This design comes from an exercise in tuning for small area on the open sky130 flow, not from production work.
The RTL was checked by simulation tests, not by an equivalence proof against the original design.
Power and IR drop assume default switching activity.

--- design.v ---
module simd_issue_ctrl #(
  parameter int unsigned WIDTH = 32,
  parameter int unsigned LANES = 4,
  parameter int unsigned NREGS = 8,
  parameter int unsigned AW    = $clog2(NREGS)
) (
  input  logic                   clk,
  input  logic                   rst,
  input  logic                   instr_valid,
  output logic                   instr_ready,
  input  logic [2:0]             instr_op,
  input  logic [AW-1:0]          instr_dst,
  input  logic [AW-1:0]          instr_srca,
  input  logic [AW-1:0]          instr_srcb,
  input  logic                   rf_we,
  input  logic [AW-1:0]          rf_waddr,
  input  logic [LANES*WIDTH-1:0] rf_wdata,
  input  logic [AW-1:0]          rf_raddr,
  output logic [LANES*WIDTH-1:0] rf_rdata,
  output logic [2:0]             core_opcode,
  output logic [LANES*WIDTH-1:0] core_a,
  output logic [LANES*WIDTH-1:0] core_b,
  input  logic [LANES*WIDTH-1:0] core_r,
  output logic                   busy,
  output logic                   done,
  output logic                   err
);
  localparam int unsigned VW = LANES * WIDTH;
  logic            issue_q, capture_q;
  logic            done_q;
  logic            idle;
  logic            accept;
  logic            op_illegal;
  logic            drop_instr;
  logic [VW-1:0]   vrf_n_q [NREGS];    
  logic [NREGS-1:0] valid_q;
  logic [NREGS*VW-1:0] vrf_flat;
  logic [AW-1:0]   dst_q;
  logic            drop_q;
  logic [2:0]      opcode_q;
  logic [VW-1:0]   snap_q;
  logic [AW-1:0]   live_q;       
  logic            a_snap_q;     
  logic            b_snap_q;     
  logic            snap_b;       
  logic [AW-1:0]   opnd_addr;
  logic [VW-1:0]   opnd;
  logic [NREGS-1:0] wb_hit, we_hit, wb_n, we_n, hold, rsel_n, osel_n;
  assign idle       = !issue_q && !capture_q;
  assign accept     = idle && instr_valid;
  assign op_illegal = (instr_op > 3'b100);
  assign drop_instr = op_illegal;
  always_ff @(posedge clk or posedge rst) begin
    if (rst) begin
      issue_q   <= 1'b0;
      capture_q <= 1'b0;
      done_q    <= 1'b0;
    end else begin
      issue_q   <= accept;
      capture_q <= issue_q;
      done_q    <= capture_q;
    end
  end
  always_ff @(posedge clk) begin
    if (idle) begin
      dst_q  <= instr_dst;
      drop_q <= drop_instr;
    end
  end
  assign snap_b    = rf_we && (rf_waddr == instr_srcb) && (instr_srcb != instr_srca);
  assign opnd_addr = issue_q ? live_q : (snap_b ? instr_srcb : instr_srca);
  always_ff @(posedge clk) begin
    opcode_q <= instr_op;
    snap_q   <= opnd;
    live_q   <= snap_b ? instr_srca : instr_srcb;
    a_snap_q <= !snap_b;
    b_snap_q <= snap_b || (instr_srca == instr_srcb);
  end
  for (genvar i = 0; i < NREGS; i++) begin : g_reg
    logic [VW-1:0] nxt_n;
    assign wb_hit[i] = capture_q && !drop_q && (dst_q == AW'(i));
    assign we_hit[i] = rf_we && (rf_waddr == AW'(i)) && !wb_hit[i];
    assign wb_n[i]   = !wb_hit[i];
    assign we_n[i]   = !we_hit[i];
    assign hold[i]   = !wb_hit[i] && !we_hit[i];
    assign rsel_n[i] = !(valid_q[i] && (rf_raddr == AW'(i)));
    assign osel_n[i] = !(valid_q[i] && (opnd_addr == AW'(i)));
    simd_wr_sel #(.VW(VW)) u_wr (
      .r(core_r), .wb_n(wb_n[i]), .w(rf_wdata), .we_n(we_n[i]),
      .hold(hold[i]), .q_n(vrf_n_q[i]), .d_n(nxt_n)
    );
    assign vrf_flat[i*VW +: VW] = vrf_n_q[i];
    always_ff @(posedge clk) vrf_n_q[i] <= nxt_n;
    always_ff @(posedge clk or posedge rst) begin
      if (rst)                         valid_q[i] <= 1'b0;
      else if (wb_hit[i] || we_hit[i]) valid_q[i] <= 1'b1;
    end
  end
  simd_rd_port #(.VW(VW)) u_rd_host (.s_n(rsel_n), .d_n(vrf_flat), .y(rf_rdata));
  simd_rd_port #(.VW(VW)) u_rd_opnd (.s_n(osel_n), .d_n(vrf_flat), .y(opnd));
  simd_sel2 #(.VW(VW)) u_core_a (.s(a_snap_q), .a(snap_q), .b(opnd), .y(core_a));
  simd_sel2 #(.VW(VW)) u_core_b (.s(b_snap_q), .a(snap_q), .b(opnd), .y(core_b));
  logic err_q;
  always_ff @(posedge clk or posedge rst) begin
    if (rst)                       err_q <= 1'b0;
    else if (accept && op_illegal) err_q <= 1'b1;
  end
  assign err = err_q;
  assign instr_ready = idle;
  assign busy        = !idle;
  assign done        = done_q;
  assign core_opcode = opcode_q;
endmodule
module simd_wr_sel #(
  parameter int unsigned VW = 128
) (
  input  logic [VW-1:0] r,
  input  logic          wb_n,
  input  logic [VW-1:0] w,
  input  logic          we_n,
  input  logic          hold,
  input  logic [VW-1:0] q_n,
  output logic [VW-1:0] d_n
);
  assign d_n = ~((r | {VW{wb_n}}) & (w | {VW{we_n}}) & ~({VW{hold}} & q_n));
endmodule
module simd_rd_port #(
  parameter int unsigned VW = 128
) (
  input  logic [7:0]      s_n,
  input  logic [8*VW-1:0] d_n,
  output logic [VW-1:0]   y
);
  for (genvar b = 0; b < VW; b++) begin : g_bit
    logic [7:0] c_n;
    for (genvar i = 0; i < 8; i++) begin : g_c
      assign c_n[i] = d_n[i*VW+b];
    end
    assign y[b] = !(&(s_n | c_n));
  end
endmodule
module simd_sel2 #(
  parameter int unsigned VW = 128
) (
  input  logic          s,
  input  logic [VW-1:0] a,
  input  logic [VW-1:0] b,
  output logic [VW-1:0] y
);
  logic s_n;
  assign s_n = !s;
  for (genvar i = 0; i < VW; i++) begin : g_bit
    simd_ao22 u_ao (.a1(s), .a2(a[i]), .b1(s_n), .b2(b[i]), .y(y[i]));
  end
endmodule
module simd_ao22 (
  input  logic a1, a2, b1, b2,
  output logic y
);
  assign y = (a1 && a2) || (b1 && b2);
endmodule
--- flow/run.sh ---
#!/bin/bash
set -euo pipefail
export BUFFER_PORTS_ARGS="-buffer_cell sky130_fd_sc_hd__buf_1"
export CTS_ARGS="-sink_clustering_enable -repair_clock_nets -dont_use_dummy_load"
bash standard.sh > run_standard.log 2>&1
--- standard.sh ---
#!/bin/bash
# synth_recipe.tcl (not shown) runs the flow's synth.tcl, then flattens the netlist and writes it again
# the make line also repeats each setting of config.mk as NAME=value (left out here)
make -C /OpenROAD-flow-scripts/flow DESIGN_CONFIG=/design/flow/config.mk WORK_HOME=/design/flow/orfs CLKGATE_MAP_FILE= SYNTH_SCRIPT=/design/flow/synth_recipe.tcl "${@:-finish}"
--- config.mk ---
export PLATFORM = sky130hd
export DESIGN_NAME = simd_issue_ctrl
export DESIGN_NICKNAME = simd_issue_ctrl
export VERILOG_FILES = /design/flow/design.v
export SDC_FILE = /design/flow/constraint.sdc
export NUM_CORES = 4
export LEC_CHECK = 0
export CAP_MARGIN = 20
export CORE_MARGIN = 2
export CORE_UTILIZATION = 40
export SLEW_MARGIN = 20
export SYNTH_HIERARCHICAL = 1
export SYNTH_MINIMUM_KEEP_SIZE = 0
--- constraint.sdc ---
create_clock -name core_clock -period 6.0 [get_ports {clk}]
set_input_delay 1.2000 -clock core_clock [delete_from_list [all_inputs] [get_ports {clk}]]
set_output_delay 1.2000 -clock core_clock [all_outputs]
set_load 0.01 [all_outputs]
==> results of run 1 <==
## modules after synthesis, one instance, submodules excluded, a selection
module,cells inside,cell area [um2]
simd_issue_ctrl,1287,24400
simd_ao22,1,8.76
## Yosys cell counts (4+ instances only)
cell | instances | share of area [%]
a21oi_1 | 5 | 0.049
a22o_1 | 256 | 4.4
buf_1 | 6 | 0.044
buf_2 | 334 | 3.2
buf_4 | 60 | 0.87
buf_6 | 129 | 2.8
clkbuf_1 | 20 | 0.15
clkbuf_4 | 16 | 0.23
dfrtp_1 | 12 | 0.58
dfxtp_1 | 1160 | 45
edfxtp_1 | 4 | 0.23
inv_1 | 6 | 0.044
nand2_1 | 1039 | 7.6
nand2b_1 | 16 | 0.19
nand3_1 | 7 | 0.068
nand4_1 | 10 | 0.12
nor2_1 | 7 | 0.051
nor2b_1 | 5 | 0.061
o221ai_1 | 1024 | 17
o22ai_1 | 1024 | 12
or4_1 | 257 | 3.7
## area by class of cell
cell class | count | share of cell area [%]
Tap cell | 1662 | 3.61
Sequential cell | 1176 | 41.1
Clock buffer | 134 | 5.82
Antenna cell | 34 | 0.148
Inverter | 6 | 0.0565
Multi-Input combinational cell | 3686 | 42.2
Timing Repair Buffer | 788 | 7.07
## how the worst min path moves through the flow
| stage | from | cells past startpoint | to | slack [ns] |
|---|---|---|---|---|
| floorplan | issue_q | 0 | capture_q | 0.35 |
| global placement | capture_q | 0 | done_q | 0.40 |
| detailed placement | capture_q | 0 | done_q | 0.41 |
| CTS | capture_q | 0 | done_q | 0.42 |
| global route | capture_q | 0 | done_q | 0.44 |
| finish | capture_q | 0 | done_q | 0.42 |
## power groups by stage
stage / sequential, mW / combinational (mW) / clock [mW]
after floorplan: 11.6 / 4.93 / 0
after global placement: 12.0 / 7.22 / 0
after detailed placement: 12.0 / 7.35 / 0
after CTS: 11.9 / 7.40 / 7.10
after global routing: 12.2 / 8.12 / 7.41
final: 12.0 / 7.55 / 7.05
## cells by family (layout without fill, tap and decap cells)
kind of cell	Yosys count	after routing	share of synthesized area, %
buffers and inverters	571	928	7.41
multiplexers	3	3	0.0874
XOR/XNOR	6	6	0.117
flip-flops	1176	1176	45.9
AO/OA/AOI/OAI	2322	2322	34.5
AND/OR/NAND/NOR	1355	1355	12.0
other	0	34	0
## flip-flops by register name (all words and copies together) (netlist names)
register and count:
b_snap_q 1, err_q 1, snap_q 128, done_q 1, issue_q 1, dst_q 3, drop_q 1, vrf_n_q 1024
opcode_q 3, a_snap_q 1, live_q 3, valid_q 8, capture_q 1
## layer usage
| metal | track usage (%) | part of all wire, % | vias up |
|---|---|---|---|
| met2 | 54.0 | 43 | 4661 |
| met1 | 46.9 | 38 | 26876 |
| met5 | 0 | 0.14 | - |
| met3 | 11.0 | 13 | 1075 |
| li1 | - | - | 22947 |
| met4 | 19.8 | 5.3 | 54 |
## placed cells by master (no fill, tap or decap), types with 3 or more instances in the layout
master     count
mux2_4         3
o22ai_1     1024
buf_1        668
a22o_1       256
clkbuf_16    134
a21oi_4        4
diode_2       34
nand3_4        5
nand3b_1       3
nand2_1     1028
xnor2_1        3
dfrtp_1       12
nand4_1       10
or4_1        257
buf_4         67
nand2_4       10
dfxtp_1     1158
edfxtp_1       4
o41a_1         3
buf_12        53
nor2b_1        5
nand2b_1      14
inv_1          4
o221ai_1    1024
nor2_1         7
==> impl_table.tex, run 1 <==
\begin{tabular}{lr}
\hline
Metric & Value \\
\hline
\multicolumn{2}{l}{\textbf{Final layout}} \\
\quad Combined area of the multi-input logic cells & 24300 um2 \\
\quad Fillers & 12248 \\
\quad Number of standard cells in the final layout excluding fillers & 7486 \\
\quad Final standard cell utilization of the core & 45.1\% \\
\quad Fraction of layout instances using a drive strength above 1 & 5.04\% \\
\quad Count of nets after finishing & 6070 \\
\quad FF/Latch Area & 23700 um2 \\
\quad Final instance area & 57600 um2 \\
\quad Area added between synthesis and finish & 11.8\% \\
\multicolumn{2}{l}{\textbf{Clocking}} \\
\quad Clock-pin slew on the worst setup and hold paths & 0.06 ns \\
\quad Skew-Pair Late Insertion Delay & 0.79 ns \\
\quad Clock tree root buffer cell & clkbuf\_16 \\
\quad Number of buffers between clock root and the deepest sink & 3 \\
\quad Post-cts repair resize count & 0 \\
\quad CTS HTree Levels & 4 \\
\quad Number of buffers inserted to repair setup after CTS & 0 \\
\quad Post-CTS Hold Buffers & 0 \\
\quad Clk sink count & 1176 \\
\quad CTS tree & built \\
\quad Total clock buffers created by CTS & 134 \\
\multicolumn{2}{l}{\textbf{Global routing}} \\
\quad Vias in the first global route & 53078 \\
\quad Maximum number of pins on one net before global-route repair & 103 \\
\quad Global-route wire length before repair & 362000 um \\
\quad Antenna violations before repair & 57 \\
\quad Global-route usage over all layers & 36.3\% \\
\quad Aggregate global routing overflow & 0 \\
\multicolumn{2}{l}{\textbf{Timing}} \\
\quad Final Max Tran Viols & 0 \\
\quad Final total negative setup slack & 0 ns \\
\quad Post-route minimum period & 5.76 ns \\
\quad Maximum clock frequency & 173 MHz \\
\quad Period utilization & 96.1\% \\
\quad Headroom to the max-slew limit & 21.1\% \\
\quad Worst hold margin & 0.419 ns \\
\quad Unrepaired setup endpoints after global routing & false \\
\quad Final hold violation count & 0 \\
\quad Fin Clk Skew & 0.0603 ns \\
\quad Final setup violation count & 0 \\
\quad Transition time at the pin with the least slew margin & 1.18 ns \\
\quad Final worst setup slack & 0.236 ns \\
\multicolumn{2}{l}{\textbf{Pwr}} \\
\quad Switching power as a share of total power & 35.0\% \\
\quad Logic gate share of total power & 28.4\% \\
\quad Portion of total power attributed to sequential cells & 45.1\% \\
\quad Peak supply drop & 265 uV \\
\quad NetSw & 9.30 mW \\
\quad Clock group share of total power & 26.5\% \\
\quad Internal power summed over all cells & 17.3 mW \\
\quad Static Leakage & 22.4 nW \\
\quad Pwr Total & 26.6 mW \\
\quad Power density normalized to cell area & 462 nW/um2 \\
\multicolumn{2}{l}{\textbf{Setup path}} \\
\quad Category of cells accounting for the largest share of critical-path delay & compound AO/OA/AOI/OAI gates \\
\quad Class of the most critical setup path & input port to output port \\
\quad Timing endpoint of the critical path & core\_a[1] \\
\quad Capture instance of the worst register-to-register path & vrf\_n\_q[4][22] \\
\quad Data arrival time at the worst-slack endpoint & 4.56 ns \\
\quad RR Startpoint & dst\_q[2] \\
\quad Sort of element at the end of the critical path & output port \\
\quad Crit path buf inv count & 4 \\
\quad Startpoint of the most critical setup path & rf\_waddr[1] \\
\quad Required time of the worst setup path & 4.80 ns \\
\quad Crit path largest cell delay & 0.79 ns \\
\quad Max FO, Critical Path & 26 \\
\quad Critical Path Slowest Stage Cell & or4\_1 \\
\quad Startpoint types & input port \\
\quad Depth of the most critical reg-to-reg path & 5 \\
\quad Logic depth of the worst path, buffers included & 11 \\
\quad Flop-to-flop setup slack & 2.02 ns \\
\quad Critical Path, Cell by Cell & buf\_1 > xor2\_2 > o41a\_1 > o31a\_1 > nand4\_1 > buf\_12 > buf\_12 > o22ai\_1 > or4\_1 > a22o\_1 > buf\_1 \\
\multicolumn{2}{l}{\textbf{Detailed routing}} \\
\quad Antenna Violating Nets Remaining & 0 \\
\quad Number of DRC violations after detailed routing & 0 \\
\quad Detailed-route wire length per cell & 33.8 um \\
\quad Overall via count from detail\_route & 55613 \\
\quad Number of violations reported at the end of detailed-routing iteration 0 & 9008 \\
\quad Via-to-Cell Ratio & 7.43 \\
\quad Iteration count of the initial detailed-routing pass & 8 \\
\quad Overall routed net length & 253000 um \\
\multicolumn{2}{l}{\textbf{Floorplanning}} \\
\quad Core ar. & 128000 um2 \\
\quad Initial Util & 40.3\% \\
\quad Die ar. & 132000 um2 \\
\quad Vertical extent of the die & 363 um \\
\quad Num ports & 669 \\
\quad Standard-cell row count & 131 \\
\quad Width of the die & 363 um \\
\multicolumn{2}{l}{\textbf{Synth}} \\
\quad Number of flops mapped to enable cells by yosys & 4 \\
\quad Syn avg cell area & 9.48 um2 \\
\quad Ys flop type & dfxtp\_1 \\
\quad Count of state elements after synthesis & 1176 \\
\quad Async set-reset flop share out of synthesis & 1.02\% \\
\quad Summed instance area of the synthesized netlist & 51500 um2 \\
\quad Synth Warn \# & 9 \\
\quad Cells after Synth & 5433 \\
\quad Sequential fraction of the synthesis area & 45.9\% \\
\quad Total nets after synthesis & 5711 \\
\quad Number of different library cells in the post-synthesis netlist & 40 \\
\multicolumn{2}{l}{\textbf{Job}} \\
\quad Number of max-cap violations & 0 \\
\multicolumn{2}{l}{\textbf{Placed design}} \\
\quad Setup Slack @ Placement & 0.324 ns \\
\quad Sum of net half-perimeters after detailed placement & 135000 um \\
\quad Dpl cell area & 54100 um2 \\
\quad Number of buffer cells added on primary ports & 668 \\
\quad Inst Count DP & 7318 \\
\quad Final weighted congestion in routability-driven placement & 0.859 \\
\multicolumn{2}{l}{\textbf{Worst hold path}} \\
\quad Path category of the worst min-delay check & register to register \\
\multicolumn{2}{l}{\textbf{Outcome}} \\
\quad Outcome & timing/DRC/antenna clean \\
\hline
\end{tabular}
==> run 2, diff against run 1 <==
==> flow/run.sh (replaced) <==
#!/bin/bash
set -euo pipefail
export BUFFER_PORTS_ARGS="-buffer_cell sky130_fd_sc_hd__buf_1"
export CTS_ARGS="-sink_clustering_enable -repair_clock_nets -dont_use_dummy_load -sink_clustering_size 25 -sink_clustering_max_diameter 100"
bash standard.sh > run_standard.log 2>&1
==> run 2 against run 1 <==
Clock skew decreased by 0.015 ns. Critical path type unchanged. Power is 11% lower. Flip-flop and latch count unchanged. Routed wire length shrank 0.69%. Largest power group unchanged. Final cell count shrank 1.1%. Clock power fell by 39%. Utilization is 1.6 points lower.
==> impl_table.tex, run 2 <==
\begin{tabular}{lr}
\hline
Metric & Value \\
\hline
\multicolumn{2}{l}{\textbf{Final layout}} \\
\quad Most frequent cells in the layout & dfxtp\_1 (1158), nand2\_1 (1028), o221ai\_1 (1024), o22ai\_1 (1024), buf\_1 (668) \\
\quad Commonest non-fill, non-tap cell in the layout & dfxtp\_1 \\
\quad Largest registers in the final layout & vrf\_n\_q x1024, snap\_q x128, valid\_q x8 \\
\quad Fillers & 12403 (+1.3\%) \\
\quad Final standard cell utilization of the core & 43.5\% (-1.6 points) \\
\quad Count of nets after finishing & 5990 (-1.3\%) \\
\quad Flip-flop count of the largest register after layout & 1024 (unchanged) \\
\quad Final instance area & 55600 um2 (-3.5\%) \\
\quad Register ranked first by flip-flop count & vrf\_n\_q \\
\quad Fraction of layout instances using a drive strength above 1 & 3.71\% (-1.3 points) \\
\quad Area added between synthesis and finish & 7.86\% \\
\multicolumn{2}{l}{\textbf{Timing}} \\
\quad Final setup violation count & 0 (unchanged) \\
\quad Transition time at the pin with the least slew margin & 1.21 ns (+0.0234 ns) \\
\quad Final total negative setup slack & 0 ns (unchanged) \\
\quad Unrepaired setup endpoints after global routing & false \\
\quad Period utilization & 97.0\% (+0.94 points) \\
\quad Final hold violation count & 0 (unchanged) \\
\quad Fin Clk Skew & 0.0454 ns (-0.0149 ns) \\
\quad Headroom to the max-slew limit & 19.5\% (-1.6 points) \\
\quad Maximum clock frequency & 172 MHz (-0.97\%) \\
\quad Post-route minimum period & 5.82 ns (+0.0564 ns) \\
\quad Final Max Tran Viols & 0 (unchanged) \\
\multicolumn{2}{l}{\textbf{Detailed routing}} \\
\quad Overall routed net length & 251000 um (-0.69\%) \\
\quad Antenna Violating Nets Remaining & 0 (unchanged) \\
\quad Detailed-route wire length per cell & 33.9 um (+0.38\%) \\
\quad Overall via count from detail\_route & 55414 (-0.36\%) \\
\quad Via-to-Cell Ratio & 7.48 (+0.72\%) \\
\quad Iteration count of the initial detailed-routing pass & 6 (-2) \\
\quad Number of violations reported at the end of detailed-routing iteration 0 & 8687 (-3.6\%) \\
\quad Number of DRC violations after detailed routing & 0 (unchanged) \\
\multicolumn{2}{l}{\textbf{Placed design}} \\
\quad Number of buffer cells added on primary ports & 668 (unchanged) \\
\quad Final weighted congestion in routability-driven placement & 0.859 (unchanged) \\
\quad Dpl cell area & 54100 um2 (unchanged) \\
\quad Sum of net half-perimeters after detailed placement & 135000 um (unchanged) \\
\multicolumn{2}{l}{\textbf{Setup path}} \\
\quad Startpoint types & input port \\
\quad Class of the most critical setup path & input port to output port \\
\quad Required time of the worst setup path & 4.80 ns (about the same) \\
\quad Critical Path Slowest Stage Cell & or4\_1 \\
\quad Crit path largest cell delay & 0.81 ns (+0.02 ns) \\
\quad Sort of element at the end of the critical path & output port \\
\quad Critical Path, Cell by Cell & buf\_1 > xor2\_2 > o41a\_1 > o31a\_1 > nand4\_1 > buf\_12 > buf\_12 > o22ai\_1 > or4\_1 > a22o\_1 > buf\_1 \\
\quad Data arrival time at the worst-slack endpoint & 4.62 ns (+0.06 ns) \\
\quad Max FO, Critical Path & 26 (unchanged) \\
\multicolumn{2}{l}{\textbf{Pwr}} \\
\quad Switching power as a share of total power & 37.0\% (+2.1 points) \\
\quad Power density normalized to cell area & 428 nW/um2 (-7.3\%) \\
\quad Internal power summed over all cells & 15.0 mW (-13\%) \\
\quad Clock group share of total power & 18.0\% (-8.5 points) \\
\quad Portion of total power attributed to sequential cells & 50.3\% (+5.2 points) \\
\quad Static Leakage & 21.4 nW (-4.4\%) \\
\quad NetSw & 8.81 mW (-5.3\%) \\
\quad Logic gate share of total power & 31.7\% (+3.3 points) \\
\quad Peak supply drop & 240 uV (-9.4\%) \\
\multicolumn{2}{l}{\textbf{Synth}} \\
\quad Total nets after synthesis & 5711 (unchanged) \\
\quad Sequential fraction of the synthesis area & 45.9\% (unchanged) \\
\quad Synth top area share & 45.1\% (unchanged) \\
\quad Cells taking the most area after synthesis & dfxtp\_1 (45\%), o221ai\_1 (17\%), o22ai\_1 (12\%), nand2\_1 (7.6\%), a22o\_1 (4.4\%) \\
\quad Synth cell count leaders & dfxtp\_1 (1160), nand2\_1 (1039), o221ai\_1 (1024), o22ai\_1 (1024), buf\_2 (334) \\
\quad Count of state elements after synthesis & 1176 (unchanged) \\
\quad Cells after Synth & 5433 (unchanged) \\
\quad Summed instance area of the synthesized netlist & 51500 um2 (unchanged) \\
\quad Number of different library cells in the post-synthesis netlist & 40 (unchanged) \\
\quad Synth Warn \# & 9 (unchanged) \\
\quad Area leader, netlist & dfxtp\_1 \\
\quad Most instantiated library cell after synthesis & dfxtp\_1 \\
\quad Ys flop type & dfxtp\_1 \\
\quad Async set-reset flop share out of synthesis & 1.02\% (unchanged) \\
\quad Number of flops mapped to enable cells by yosys & 4 (unchanged) \\
\quad Syn avg cell area & 9.48 um2 (unchanged) \\
\multicolumn{2}{l}{\textbf{Clocking}} \\
\quad Number of buffers between clock root and the deepest sink & 3 (unchanged) \\
\quad Number of buffers inserted to repair setup after CTS & 0 (unchanged) \\
\quad CTS tree & built \\
\quad Clock-pin slew on the worst setup and hold paths & 0.10 ns (+0.04 ns) \\
\quad Clock tree root buffer cell & clkbuf\_16 \\
\quad Post-CTS Hold Buffers & 0 (unchanged) \\
\quad CTS HTree Levels & 2 (-2) \\
\quad Post-cts repair resize count & 0 (unchanged) \\
\quad Skew-Pair Late Insertion Delay & 0.71 ns (-0.08 ns) \\
\quad Clk sink count & 1176 (unchanged) \\
\quad Total clock buffers created by CTS & 54 (-60\%) \\
\multicolumn{2}{l}{\textbf{Global routing}} \\
\quad Vias in the first global route & 52294 (-1.5\%) \\
\quad Aggregate global routing overflow & 0 (unchanged) \\
\quad Maximum number of pins on one net before global-route repair & 103 (unchanged) \\
\quad Global-route usage over all layers & 35.9\% (-0.47 points) \\
\quad Global-route wire length before repair & 359000 um (-0.82\%) \\
\quad Antenna violations before repair & 62 (+8.8\%) \\
\multicolumn{2}{l}{\textbf{Worst hold path}} \\
\quad Path category of the worst min-delay check & register to register \\
\multicolumn{2}{l}{\textbf{Job}} \\
\quad Number of max-cap violations & 0 (unchanged) \\
\multicolumn{2}{l}{\textbf{Floorplanning}} \\
\quad Vertical extent of the die & 363 um (unchanged) \\
\quad Initial Util & 40.3\% (unchanged) \\
\quad Width of the die & 363 um (unchanged) \\
\quad Die ar. & 132000 um2 (unchanged) \\
\quad Num ports & 669 (unchanged) \\
\quad Core ar. & 128000 um2 (unchanged) \\
\quad Standard-cell row count & 131 (unchanged) \\
\multicolumn{2}{l}{\textbf{Outcome}} \\
\quad Outcome & timing/DRC/antenna clean \\
\hline
\end{tabular}
run 2: cell count changes in the layout (fill, tap and decap cells not counted):
cell,before,now
nand2_8,1,0
nand2_4,10,11
clkbuf_16,134,54
run 2: final timing paths:
| kind | endpoint | from | cells past startpoint | slack, ns |
|---|---|---|---|---|
| hold reg to reg | done_q | capture_q | 0 | 0.43 |
| hold / removal | done_q | capture_q | 0 | 0.43 |
| setup / recovery | core_a[1] | rf_waddr[1] | 11 | 0.18 |
| max in group asynchronous | capture_q | rst | 2 | 4.96 |
| setup reg to reg | vrf_n_q[0][74] | dst_q[2] | 5 | 1.95 |
| min in group asynchronous | valid_q[1] | rst | 2 | 0.58 |
run 2: metrics by stage:
step                      worst slack, ns  hold slack [ns]  power, mW  instances
after floorplan                      1.15            0.352       16.5       5433
after global placement              0.370            0.403       19.2       7318
after detailed placement            0.324            0.410       19.3       7318
after CTS                           0.317            0.432       23.5       7372
after global routing                0.118            0.448       24.9       7395
final                               0.179            0.427       23.8       7406
run 2: per-module statistics from Yosys, one instance, submodules excluded, excerpt:
module	area, um2	copies in the design	cells inside
simd_issue_ctrl	24400	1	1287
simd_ao22	8.76	256	1
run 2: area by class of cell:
class / instances / area [um2] / share of cell area (%)
Clock buffer: 54 / 1350 / 2.43
Sequential cell: 1176 / 23700 / 42.6
Antenna cell: 34 / 85.1 / 0.153
Inverter: 6 / 32.5 / 0.0586
Timing Repair Buffer: 788 / 4070 / 7.33
Multi-Input combinational cell: 3686 / 24300 / 43.7
Tap cell: 1662 / 2080 / 3.74
run 2: cells by family after synthesis:
group | count (synthesis) | share of synthesized area, %
muxes | 3 | 0.0874
DFF | 1176 | 45.9
xor gates and xnor gates | 6 | 0.117
AOI/OAI and AO/OA | 2322 | 34.5
buffers and inverters | 571 | 7.41
and+or+nand+nor | 1355 | 12.0
run 2: power by group through the flow:
stage	sequential, mW	combinational, mW	clock (mW)
3_3_place_gp	12.0	7.22	0
6_report	12.0	7.55	4.28
5_1_grt	12.2	8.12	4.56
3_5_place_dp	12.0	7.35	0
4_1_cts	11.8	7.39	4.28
2_1_floorplan	11.6	4.93	0
run 2: layer usage:
metal  global-route usage, %  wire length (um)
met5                       0               392
met4                    18.6             12600
met3                    9.95             33400
met2                    53.7            109000
met1                    46.9             96200
run 2: critical path: cells and delay by family:
kind                      cells  cell delay [ns]
xor gates and xnor gates      1             0.19
AOI/OAI and AO/OA             4             1.20
and+or+nand+nor               2             1.10
buffers and inverters         4             0.90
==> run 3, diff against run 2 <==
==> run.sh (new file) <==
#!/bin/bash
# synth_recipe.tcl (not shown) runs the flow's synth.tcl, then flattens the netlist and writes it again
# the make line also repeats each setting of config.mk as NAME=value (left out here)
make -C /OpenROAD-flow-scripts/flow DESIGN_CONFIG=/design/flow/config.mk WORK_HOME=/design/flow/orfs CLKGATE_MAP_FILE= SYNTH_SCRIPT=/design/flow/synth_recipe.tcl finish
--- a/config.mk
+++ b/config.mk
@@ -7,7 +7,8 @@
 export LEC_CHECK = 0
 export CAP_MARGIN = 20
 export CORE_MARGIN = 2
-export CORE_UTILIZATION = 40
+export CORE_UTILIZATION = 55
+export CTS_BUF_LIST = sky130_fd_sc_hd__clkbuf_4 sky130_fd_sc_hd__clkbuf_8
 export SLEW_MARGIN = 20
 export SYNTH_HIERARCHICAL = 1
 export SYNTH_MINIMUM_KEEP_SIZE = 0
removed: flow/run.sh
removed: standard.sh
==> run 3 against run 2 <==
Critical path type unchanged. Cell area grew 15%. First-iteration DRC count grew 24%. Sequential share of layout area shrank 5.5 points. Worst hold slack lost 0.013 ns. Register-to-register slack gained 0.17 ns. Final cell count shrank 0.26%. Utilization grew 25 points. Clock skew shrank 0.015 ns. Largest power group unchanged. Critical path depth is the same.
==> impl_table.tex, run 3 <==
\begin{tabular}{lr}
\hline
Metric & Value \\
\hline
\multicolumn{2}{l}{\textbf{Final layout}} \\
\quad Final standard cell utilization of the core & 68.5\% (+25 points) \\
\quad Register ranked first by flip-flop count & vrf\_n\_q \\
\quad Fraction of layout instances using a drive strength above 1 & 11.0\% (+7.3 points) \\
\quad Area added between synthesis and finish & 23.8\% \\
\quad Final instance area & 63700 um2 (+15\%) \\
\quad Flip-flop count of the largest register after layout & 1024 (unchanged) \\
\quad Fillers & 7650 (-38\%) \\
\quad Most frequent cells in the layout & dfxtp\_1 (1158), nand2\_1 (1028), o221ai\_1 (1024), o22ai\_1 (1024), clkdlybuf4s50\_1 (647) \\
\quad Count of nets after finishing & 6213 (+3.7\%) \\
\quad Commonest non-fill, non-tap cell in the layout & dfxtp\_1 \\
\quad Largest registers in the final layout & vrf\_n\_q x1024, snap\_q x128, valid\_q x8 \\
\multicolumn{2}{l}{\textbf{Pwr}} \\
\quad Switching power as a share of total power & 33.2\% (-3.8 points) \\
\quad Clock group share of total power & 26.3\% (+8.3 points) \\
\quad Peak supply drop & 317 uV (+32\%) \\
\quad Internal power summed over all cells & 19.4 mW (+30\%) \\
\quad Portion of total power attributed to sequential cells & 41.3\% (-9.0 points) \\
\quad NetSw & 9.66 mW (+9.6\%) \\
\quad Static Leakage & 25.7 nW (+20\%) \\
\quad Power density normalized to cell area & 456 nW/um2 (+6.6\%) \\
\quad Pwr Total & 29.1 mW (+22\%) \\
\quad Logic gate share of total power & 32.4\% (+0.7 points) \\
\multicolumn{2}{l}{\textbf{Setup path}} \\
\quad Class of the most critical setup path & input port to output port \\
\quad Data arrival time at the worst-slack endpoint & 4.75 ns (+0.13 ns) \\
\quad Startpoint types & input port \\
\quad Critical Path Slowest Stage Cell & or4\_1 \\
\quad Max FO, Critical Path & 9 (-65\%) \\
\quad Most used cell along the critical path & clkdlybuf4s50\_1 \\
\quad Sort of element at the end of the critical path & output port \\
\quad Required time of the worst setup path & 4.80 ns (about the same) \\
\quad Crit path largest cell delay & 0.71 ns (-0.10 ns) \\
\quad Critical Path, Cell by Cell & clkdlybuf4s50\_1 > xor2\_2 > o41a\_1 > o31a\_1 > nand4\_1 > buf\_12 > buf\_4 > o22ai\_1 > or4\_1 > a22o\_1 > clkdlybuf4s50\_1 \\
\multicolumn{2}{l}{\textbf{Timing}} \\
\quad Final hold violation count & 0 (unchanged) \\
\quad Maximum clock frequency & 168 MHz (-2.1\%) \\
\quad Final setup violation count & 0 (unchanged) \\
\quad Transition time at the pin with the least slew margin & 1.29 ns (+0.0797 ns) \\
\quad Fin Clk Skew & 0.0308 ns (-0.0146 ns) \\
\quad Worst hold margin & 0.413 ns (-0.0132 ns) \\
\quad Unrepaired setup endpoints after global routing & true \\
\quad Post-route minimum period & 5.95 ns (+0.127 ns) \\
\quad Final Max Tran Viols & 0 (unchanged) \\
\quad Period utilization & 99.1\% (+2.1 points) \\
\quad Headroom to the max-slew limit & 14.2\% (-5.3 points) \\
\quad Final total negative setup slack & 0 ns (unchanged) \\
\multicolumn{2}{l}{\textbf{Synth}} \\
\quad XOR/XNOR Fraction of Synth Area & 0.117\% (unchanged) \\
\quad Syn avg cell area & 9.48 um2 (unchanged) \\
\quad Cells taking the most area after synthesis & dfxtp\_1 (45\%), o221ai\_1 (17\%), o22ai\_1 (12\%), nand2\_1 (7.6\%), a22o\_1 (4.4\%) \\
\quad Count of state elements after synthesis & 1176 (unchanged) \\
\quad Largest family of logic cells by synthesized area & compound AO/OA/AOI/OAI gates \\
\quad Area leader, netlist & dfxtp\_1 \\
\quad Async set-reset flop share out of synthesis & 1.02\% (unchanged) \\
\quad Synth Warn \# & 9 (unchanged) \\
\quad Total nets after synthesis & 5711 (unchanged) \\
\quad Most instantiated library cell after synthesis & dfxtp\_1 \\
\quad Area share of and/or/nand/nor cells after synthesis & 12.0\% (unchanged) \\
\quad Sequential fraction of the synthesis area & 45.9\% (unchanged) \\
\quad Number of different library cells in the post-synthesis netlist & 40 (unchanged) \\
\quad Summed instance area of the synthesized netlist & 51500 um2 (unchanged) \\
\quad Synth cell count leaders & dfxtp\_1 (1160), nand2\_1 (1039), o221ai\_1 (1024), o22ai\_1 (1024), buf\_2 (334) \\
\quad Share of the synthesized area in compound gates (AO/OA/AOI/OAI) & 34.5\% (unchanged) \\
\quad Area share of fa/ha/maj cells after synthesis & 0\% (unchanged) \\
\quad Mux share of post-synthesis cell area & 0.0874\% (unchanged) \\
\quad Synth top area share & 45.1\% (unchanged) \\
\quad Ys flop type & dfxtp\_1 \\
\quad Cells after Synth & 5433 (unchanged) \\
\quad Number of flops mapped to enable cells by yosys & 4 (unchanged) \\
\multicolumn{2}{l}{\textbf{Outcome}} \\
\quad Outcome & timing/DRC/antenna clean \\
\multicolumn{2}{l}{\textbf{Floorplanning}} \\
\quad Width of the die & 310 um (-15\%) \\
\quad Vertical extent of the die & 310 um (-15\%) \\
\quad Num ports & 669 (unchanged) \\
\quad Die ar. & 96100 um2 (-27\%) \\
\quad Core ar. & 93000 um2 (-27\%) \\
\quad Standard-cell row count & 112 (-15\%) \\
\quad Initial Util & 55.4\% (+15 points) \\
\multicolumn{2}{l}{\textbf{Detailed routing}} \\
\quad Number of violations reported at the end of detailed-routing iteration 0 & 10794 (+24\%) \\
\quad Via-to-Cell Ratio & 7.85 (+5.0\%) \\
\quad Antenna Violating Nets Remaining & 0 (unchanged) \\
\quad Overall routed net length & 247000 um (-1.4\%) \\
\quad Overall via count from detail\_route & 58020 (+4.7\%) \\
\quad Iteration count of the initial detailed-routing pass & 9 (+3) \\
\quad Detailed-route wire length per cell & 33.5 um (-1.2\%) \\
\quad Number of DRC violations after detailed routing & 0 (unchanged) \\
\multicolumn{2}{l}{\textbf{Clocking}} \\
\quad CTS tree & built \\
\quad CTS HTree Levels & 4 (+2) \\
\quad Total clock buffers created by CTS & 195 (+260\%) \\
\quad Number of buffers between clock root and the deepest sink & 3 (unchanged) \\
\quad Skew-Pair Late Insertion Delay & 0.92 ns (+0.21 ns) \\
\quad Clock tree root buffer cell & clkbuf\_8 \\
\quad Clock-pin slew on the worst setup and hold paths & 0.06 ns (-0.04 ns) \\
\quad Clk sink count & 1176 (unchanged) \\
\multicolumn{2}{l}{\textbf{Global routing}} \\
\quad Maximum number of pins on one net before global-route repair & 128 (+24\%) \\
\quad Global-route wire length before repair & 353000 um (-1.7\%) \\
\quad Vias in the first global route & 54800 (+4.8\%) \\
\quad Global-route usage over all layers & 48.3\% (+12 points) \\
\quad Antenna violations before repair & 69 (+11\%) \\
\quad Aggregate global routing overflow & 0 (unchanged) \\
\multicolumn{2}{l}{\textbf{Job}} \\
\quad Number of max-cap violations & 0 (unchanged) \\
\multicolumn{2}{l}{\textbf{Placed design}} \\
\quad Number of buffer cells added on primary ports & 668 (unchanged) \\
\quad Final weighted congestion in routability-driven placement & 0.891 (+3.8\%) \\
\quad Dpl cell area & 58700 um2 (+8.4\%) \\
\quad Sum of net half-perimeters after detailed placement & 131000 um (-3.2\%) \\
\multicolumn{2}{l}{\textbf{Worst hold path}} \\
\quad Path category of the worst min-delay check & register to register \\
\hline
\end{tabular}
run 3: logic make-up after synthesis:
logic type | after synthesis
DFF | 1176
and+or+nand+nor | 1355
AOI/OAI and AO/OA | 2322
xor gates and xnor gates | 6
muxes | 3
buffers and inverters | 571
run 3: timing repair:
action / 4_1_cts / 5_1_grt
hold buffers: 0 / 0
pin swaps: 0 / 12
resized for setup: 20 / 93
buffers inserted: 2 / 11
setup endpoints to repair: 94 / 256
gates cloned: 1 / 8
run 3: cell type report:
class	count	area, um2	share of cell area, %
multi-input combinational	3686	24600	38.6
sequential	1176	23700	37.1
timing repair buffer	870	9560	15.0
clock buffer	327	4030	6.32
tap	1254	1570	2.46
clock inverter	19	154	0.241
antenna	49	123	0.192
inverter	6	32.5	0.0510
run 3: per-module statistics from Yosys, one instance, submodules excluded, excerpt:
module / cells inside / cell area, um2 / times used / flip-flops and latches
simd_issue_ctrl: 1287 / 24400 / 1 / 1176
simd_ao22: 1 / 8.76 / 256 / 0
run 3: path summary, 6_finish.rpt:
path / slack (ns) / depth (start not counted) / end / from
max: 0.05 / 11 / core_a[104] / rf_waddr[2]
min: 0.41 / 0 / done_q / capture_q
max reg2reg: 2.12 / 5 / vrf_n_q[1][36] / dst_q[0]
min reg2reg: 0.41 / 0 / done_q / capture_q
max in group asynchronous: 4.77 / 2 / valid_q[2] / rst
min in group asynchronous: 0.88 / 2 / issue_q / rst
run 3: per-layer routing:
layer	up-vias	wire [um]	global-route usage, %
met4	56	16500	30.2
met1	27431	86800	61.3
li1	23360	-	-
met2	5799	103000	68.8
met5	-	389	0
met3	1374	40900	18.6
run 3: through the flow:
step	instances	setup slack, ns
floorplan	5433	1.15
global placement	6970	0.0153
detailed placement	6970	-0.0566
CTS	7319	-0.0120
global route	7375	-0.0106
finish	7387	0.0521
run 3: critical path: cells and delay by family:
kind / cells / cell delay, ns
xor gates and xnor gates: 1 / 0.21
buffers and inverters: 4 / 1.32
and+or+nand+nor: 2 / 0.94
AOI/OAI and AO/OA: 4 / 1.07
run 3: power by group through the flow:
stage | sequential (mW) | combinational, mW | clock (mW)
finish | 12.0 | 9.42 | 7.66
global route | 12.2 | 9.97 | 7.99
CTS | 11.9 | 8.94 | 7.61
detailed placement | 12.0 | 8.84 | 0
global placement | 11.9 | 8.68 | 0
floorplan | 11.6 | 4.93 | 0
==> run 4, diff against run 3 <==
--- a/config.mk
+++ b/config.mk
@@ -7,8 +7,9 @@
 export LEC_CHECK = 0
 export CAP_MARGIN = 20
 export CORE_MARGIN = 2
-export CORE_UTILIZATION = 55
-export CTS_BUF_LIST = sky130_fd_sc_hd__clkbuf_4 sky130_fd_sc_hd__clkbuf_8
+export CORE_UTILIZATION = 40
+export CTS_CLUSTER_DIAMETER = 100
+export CTS_CLUSTER_SIZE = 25
 export SLEW_MARGIN = 20
 export SYNTH_HIERARCHICAL = 1
 export SYNTH_MINIMUM_KEEP_SIZE = 0
==> run 4 against run 3 <==
Now fails the layout checks on setup timing. Clock skew down 0.00063 ns. Largest cell class unchanged. Critical endpoint is now core_a[125]. Setup slack worse by 0.076 ns. Synthesized cell count unchanged. Register-to-register slack worse by 0.15 ns. Critical path depth up 2. Routed wire length up 4.7%.
==> impl_table.tex, run 4 <==
\begin{tabular}{lr}
\hline
Metric & Value \\
\hline
\multicolumn{2}{l}{\textbf{Floorplanning}} \\
\quad Initial Util & 40.3\% (-15 points) \\
\quad Standard-cell row count & 131 (+17\%) \\
\quad Width of the die & 363 um (+17\%) \\
\quad Core ar. & 128000 um2 (+37\%) \\
\quad Die ar. & 132000 um2 (+37\%) \\
\quad Vertical extent of the die & 363 um (+17\%) \\
\quad Num ports & 669 (unchanged) \\
\multicolumn{2}{l}{\textbf{Pwr}} \\
\quad Logic gate share of total power & 36.4\% (+4.0 points) \\
\quad Clock group share of total power & 17.6\% (-8.7 points) \\
\quad Peak supply drop & 244 uV (-23\%) \\
\quad Pwr Total & 26.0 mW (-11\%) \\
\quad Internal power summed over all cells & 16.9 mW (-13\%) \\
\quad NetSw & 9.13 mW (-5.5\%) \\
\quad Static Leakage & 26.1 nW (+1.5\%) \\
\quad Power density normalized to cell area & 413 nW/um2 (-9.6\%) \\
\quad Portion of total power attributed to sequential cells & 46.0\% (+4.7 points) \\
\quad Switching power as a share of total power & 35.1\% (+1.9 points) \\
\multicolumn{2}{l}{\textbf{Timing}} \\
\quad Period utilization & 100\% (+1.3 points) \\
\quad Final setup violation count & 20 (+20) \\
\quad Fin Clk Skew & 0.0301 ns (-0.000626 ns) \\
\quad Worst hold margin & 0.443 ns (+0.0295 ns) \\
\quad Final hold violation count & 0 (unchanged) \\
\quad Final worst setup slack & -0.0240 ns (-0.0760 ns) \\
\quad Post-route minimum period & 6.02 ns (+0.0760 ns) \\
\quad Headroom to the max-slew limit & 22.3\% (+8.1 points) \\
\quad Transition time at the pin with the least slew margin & 1.17 ns (-0.121 ns) \\
\quad Unrepaired setup endpoints after global routing & true \\
\quad Maximum clock frequency & 166 MHz (-1.3\%) \\
\quad Final Max Tran Viols & 0 (unchanged) \\
\multicolumn{2}{l}{\textbf{Synth}} \\
\quad Total nets after synthesis & 5711 (unchanged) \\
\quad Area leader, netlist & dfxtp\_1 \\
\quad Synth cell count leaders & dfxtp\_1 (1160), nand2\_1 (1039), o221ai\_1 (1024), o22ai\_1 (1024), buf\_2 (334) \\
\quad Async set-reset flop share out of synthesis & 1.02\% (unchanged) \\
\quad Cells taking the most area after synthesis & dfxtp\_1 (45\%), o221ai\_1 (17\%), o22ai\_1 (12\%), nand2\_1 (7.6\%), a22o\_1 (4.4\%) \\
\quad Syn avg cell area & 9.48 um2 (unchanged) \\
\quad Summed instance area of the synthesized netlist & 51500 um2 (unchanged) \\
\quad Number of flops mapped to enable cells by yosys & 4 (unchanged) \\
\quad Cells after Synth & 5433 (unchanged) \\
\quad Synth top area share & 45.1\% (unchanged) \\
\quad Synth Warn \# & 9 (unchanged) \\
\quad Number of different library cells in the post-synthesis netlist & 40 (unchanged) \\
\quad Ys flop type & dfxtp\_1 \\
\quad Sequential fraction of the synthesis area & 45.9\% (unchanged) \\
\quad Count of state elements after synthesis & 1176 (unchanged) \\
\quad Most instantiated library cell after synthesis & dfxtp\_1 \\
\multicolumn{2}{l}{\textbf{Final layout}} \\
\quad Most frequent cells in the layout & dfxtp\_1 (1158), nand2\_1 (1028), o221ai\_1 (1024), o22ai\_1 (1024), clkdlybuf4s50\_1 (458) \\
\quad Area added between synthesis and finish & 22.3\% \\
\quad Count of nets after finishing & 6160 (-0.85\%) \\
\quad Register ranked first by flip-flop count & vrf\_n\_q \\
\quad Largest registers in the final layout & vrf\_n\_q x1024, snap\_q x128, valid\_q x8 \\
\quad Flip-flop count of the largest register after layout & 1024 (unchanged) \\
\quad Commonest non-fill, non-tap cell in the layout & dfxtp\_1 \\
\quad Fraction of layout instances using a drive strength above 1 & 8.85\% (-2.1 points) \\
\multicolumn{2}{l}{\textbf{Global routing}} \\
\quad Global-route wire length before repair & 366000 um (+3.6\%) \\
\quad Maximum number of pins on one net before global-route repair & 130 (+1.6\%) \\
\quad Global-route usage over all layers & 36.6\% (-12 points) \\
\quad Antenna violations before repair & 49 (-29\%) \\
\quad Vias in the first global route & 53034 (-3.2\%) \\
\quad Aggregate global routing overflow & 0 (unchanged) \\
\multicolumn{2}{l}{\textbf{Clocking}} \\
\quad Number of buffers between clock root and the deepest sink & 3 (unchanged) \\
\quad Total clock buffers created by CTS & 56 (-71\%) \\
\quad Clock tree root buffer cell & clkbuf\_16 \\
\quad Clock-pin slew on the worst setup and hold paths & 0.10 ns (+0.04 ns) \\
\quad CTS tree & built \\
\quad CTS HTree Levels & 2 (-2) \\
\quad Post-CTS Hold Buffers & 0 (unchanged) \\
\quad Skew-Pair Late Insertion Delay & 0.72 ns (-0.20 ns) \\
\quad Clk sink count & 1176 (unchanged) \\
\multicolumn{2}{l}{\textbf{Outcome}} \\
\quad List of failed layout checks & setup timing \\
\quad Outcome & failed layout checks \\
\multicolumn{2}{l}{\textbf{Detailed routing}} \\
\quad Overall routed net length & 259000 um (+4.7\%) \\
\quad Via-to-Cell Ratio & 7.44 (-5.3\%) \\
\quad Iteration count of the initial detailed-routing pass & 8 (-1) \\
\quad Number of violations reported at the end of detailed-routing iteration 0 & 9960 (-7.7\%) \\
\quad Overall via count from detail\_route & 56409 (-2.8\%) \\
\quad Number of DRC violations after detailed routing & 0 (unchanged) \\
\quad Detailed-route wire length per cell & 34.2 um (+2.0\%) \\
\quad Antenna Violating Nets Remaining & 0 (unchanged) \\
\multicolumn{2}{l}{\textbf{Placed design}} \\
\quad Number of buffer cells added on primary ports & 668 (unchanged) \\
\quad Sum of net half-perimeters after detailed placement & 142000 um (+8.6\%) \\
\quad Final weighted congestion in routability-driven placement & 0.870 (-2.3\%) \\
\multicolumn{2}{l}{\textbf{Setup path}} \\
\quad Required time of the worst setup path & 4.80 ns (about the same) \\
\quad Max FO, Critical Path & 10 (+1) \\
\quad Startpoint types & input port \\
\quad Critical Path, Cell by Cell & clkdlybuf4s50\_1 > buf\_4 > inv\_1 > o41a\_1 > o31a\_1 > nand4\_1 > buf\_6 > buf\_4 > buf\_12 > o22ai\_1 > or4\_4 > a22o\_1 > clkdlybuf4s50\_1 \\
\quad Sort of element at the end of the critical path & output port \\
\quad Class of the most critical setup path & input port to output port \\
\quad Crit path largest cell delay & 0.60 ns (-0.11 ns) \\
\quad Data arrival time at the worst-slack endpoint & 4.82 ns (+0.07 ns) \\
\quad Depth of the most critical reg-to-reg path & 5 (unchanged) \\
\quad Critical Path Slowest Stage Cell & or4\_4 \\
\multicolumn{2}{l}{\textbf{Job}} \\
\quad Number of max-cap violations & 0 (unchanged) \\
\multicolumn{2}{l}{\textbf{Worst hold path}} \\
\quad Path category of the worst min-delay check & register to register \\
\quad Hold-critical path depth & 0 (unchanged) \\
\hline
\end{tabular}
[run 4: stage by stage]
step | area (um2) | setup slack, ns | util, % | instances | setup TNS, ns
after floorplan | 51500 | 1.15 | - | 5433 | 0
after global placement | 59500 | -0.328 | 46.6 | 7418 | -51.77
after detailed placement | 59500 | -0.319 | 46.6 | 7418 | -51.97
after CTS | 61800 | -0.0980 | 48.4 | 7511 | -0.490
after global routing | 63000 | -0.121 | 49.3 | 7576 | -4.35
final | 63000 | -0.0240 | 49.3 | 7585 | -0.263
[run 4: kinds of logic (layout without fill, tap and decap cells)]
kind of cell	after synthesis	in the layout	share of synthesized area (%)
buf+inv	571	1033	7.41
compound gates	2322	2322	34.5
flops	1176	1176	45.9
xor+xnor	6	6	0.117
simple gates	1355	1355	12.0
other cells	0	28	0
mux	3	3	0.0874
[run 4: timing repair]
action | in CTS | in global routing
gates cloned | 4 | 13
setup endpoints to repair | 256 | 197
pin swaps | 7 | 5
setup buffers | 18 | 33
resized for setup | 235 | 176
[run 4: cell type report]
class | instances | area, um2
flip-flops and latches | 1176 | 23700
multi-input cells | 3686 | 24800
repair buffers | 956 | 10800
fillers | 11844 | 64700
diodes | 28 | 70.1
well taps | 1662 | 2080
inverters | 6 | 32.5
clock inverters | 10 | 134
clock buffers | 61 | 1440
[run 4: per-layer routing]
metal,GRT usage [%],vias to the layer above,routed length [um]
li1,-,23122,-
met2,55.5,4872,112000
met5,0,-,340
met3,9.94,939,36200
met1,48.5,27422,98800
met4,16.2,54,12000
[run 4: per-module statistics from Yosys (local to each module, per instance), a selection]
module / times used / area, um2
simd_issue_ctrl: 1 / 24400
simd_ao22: 256 / 8.76
[run 4: power by group through the flow]
stage          logic (mW)  registers, mW  clock network [mW]
3_5_place_dp         9.01           12.0                   0
4_1_cts              9.26           11.8                4.59
5_1_grt              10.0           12.2                4.84
3_3_place_gp         8.88           11.9                   0
2_1_floorplan        4.93           11.6                   0
6_report             9.46           12.0                4.56
[run 4: worst paths after layout]
kind / to / slack (ns) / start
setup / recovery: core_a[125] / -0.02 / rf_we
hold / removal: done_q / 0.44 / capture_q
setup reg to reg: vrf_n_q[1][118] / 1.97 / dst_q[0]
hold reg to reg: done_q / 0.44 / capture_q
max in group asynchronous: valid_q[3] / 4.68 / rst
min in group asynchronous: done_q / 0.86 / rst
[run 4: critical path: cells and delay by family]
family / cells / cell delay (ns)
AOI/OAI and AO/OA: 4 / 1.12
buffers and inverters: 7 / 1.69
and+or+nand+nor: 2 / 0.80

port drivers added, routing unchanged:
The flow's constraints put no driver on any port. The routed layouts listed below were extracted and timed again, unchanged, in two steps. Step 1 (the two cells are an assumption about what drives the block):
set clk [get_ports {clk}]
set_driving_cell -lib_cell sky130_fd_sc_hd__clkbuf_16 $clk
set_driving_cell -lib_cell sky130_fd_sc_hd__buf_2 [delete_from_list [all_inputs] $clk]
Step 2 adds t to the input delays and takes it off the output delays; t is the mean of the earliest and latest rising clock arrival at the registers after step 1. Input paths then give back, and output paths get back, about the clock's delay inside the block. Three values: no drivers, after step 1, after step 2; two values: the first two.
run	t (ns)	slack for setup (ns)	hold slack, ns	worst setup path at the end	cell pins on the clock port's net
run 1	0.839	0.236 / 0.162 / 0.162	0.419 / 0.419 / 0.419	input to output	1
run 2	0.774	0.179 / 0.143 / 0.143	0.427 / 0.427 / 0.427	input to output	1
run 3	0.981	0.052 / -0.062 / -0.062	0.413 / 0.413 / 0.413	input to output	1
run 4	0.784	-0.024 / -0.062 / -0.062	0.443 / 0.443 / 0.443	input to output	1
With both steps, setup timing fails in run 3, where it was met with ideal ports. The setup slack of run 3, which loses most, moves by -0.114 ns with the drivers and by -0.114 ns with both steps.
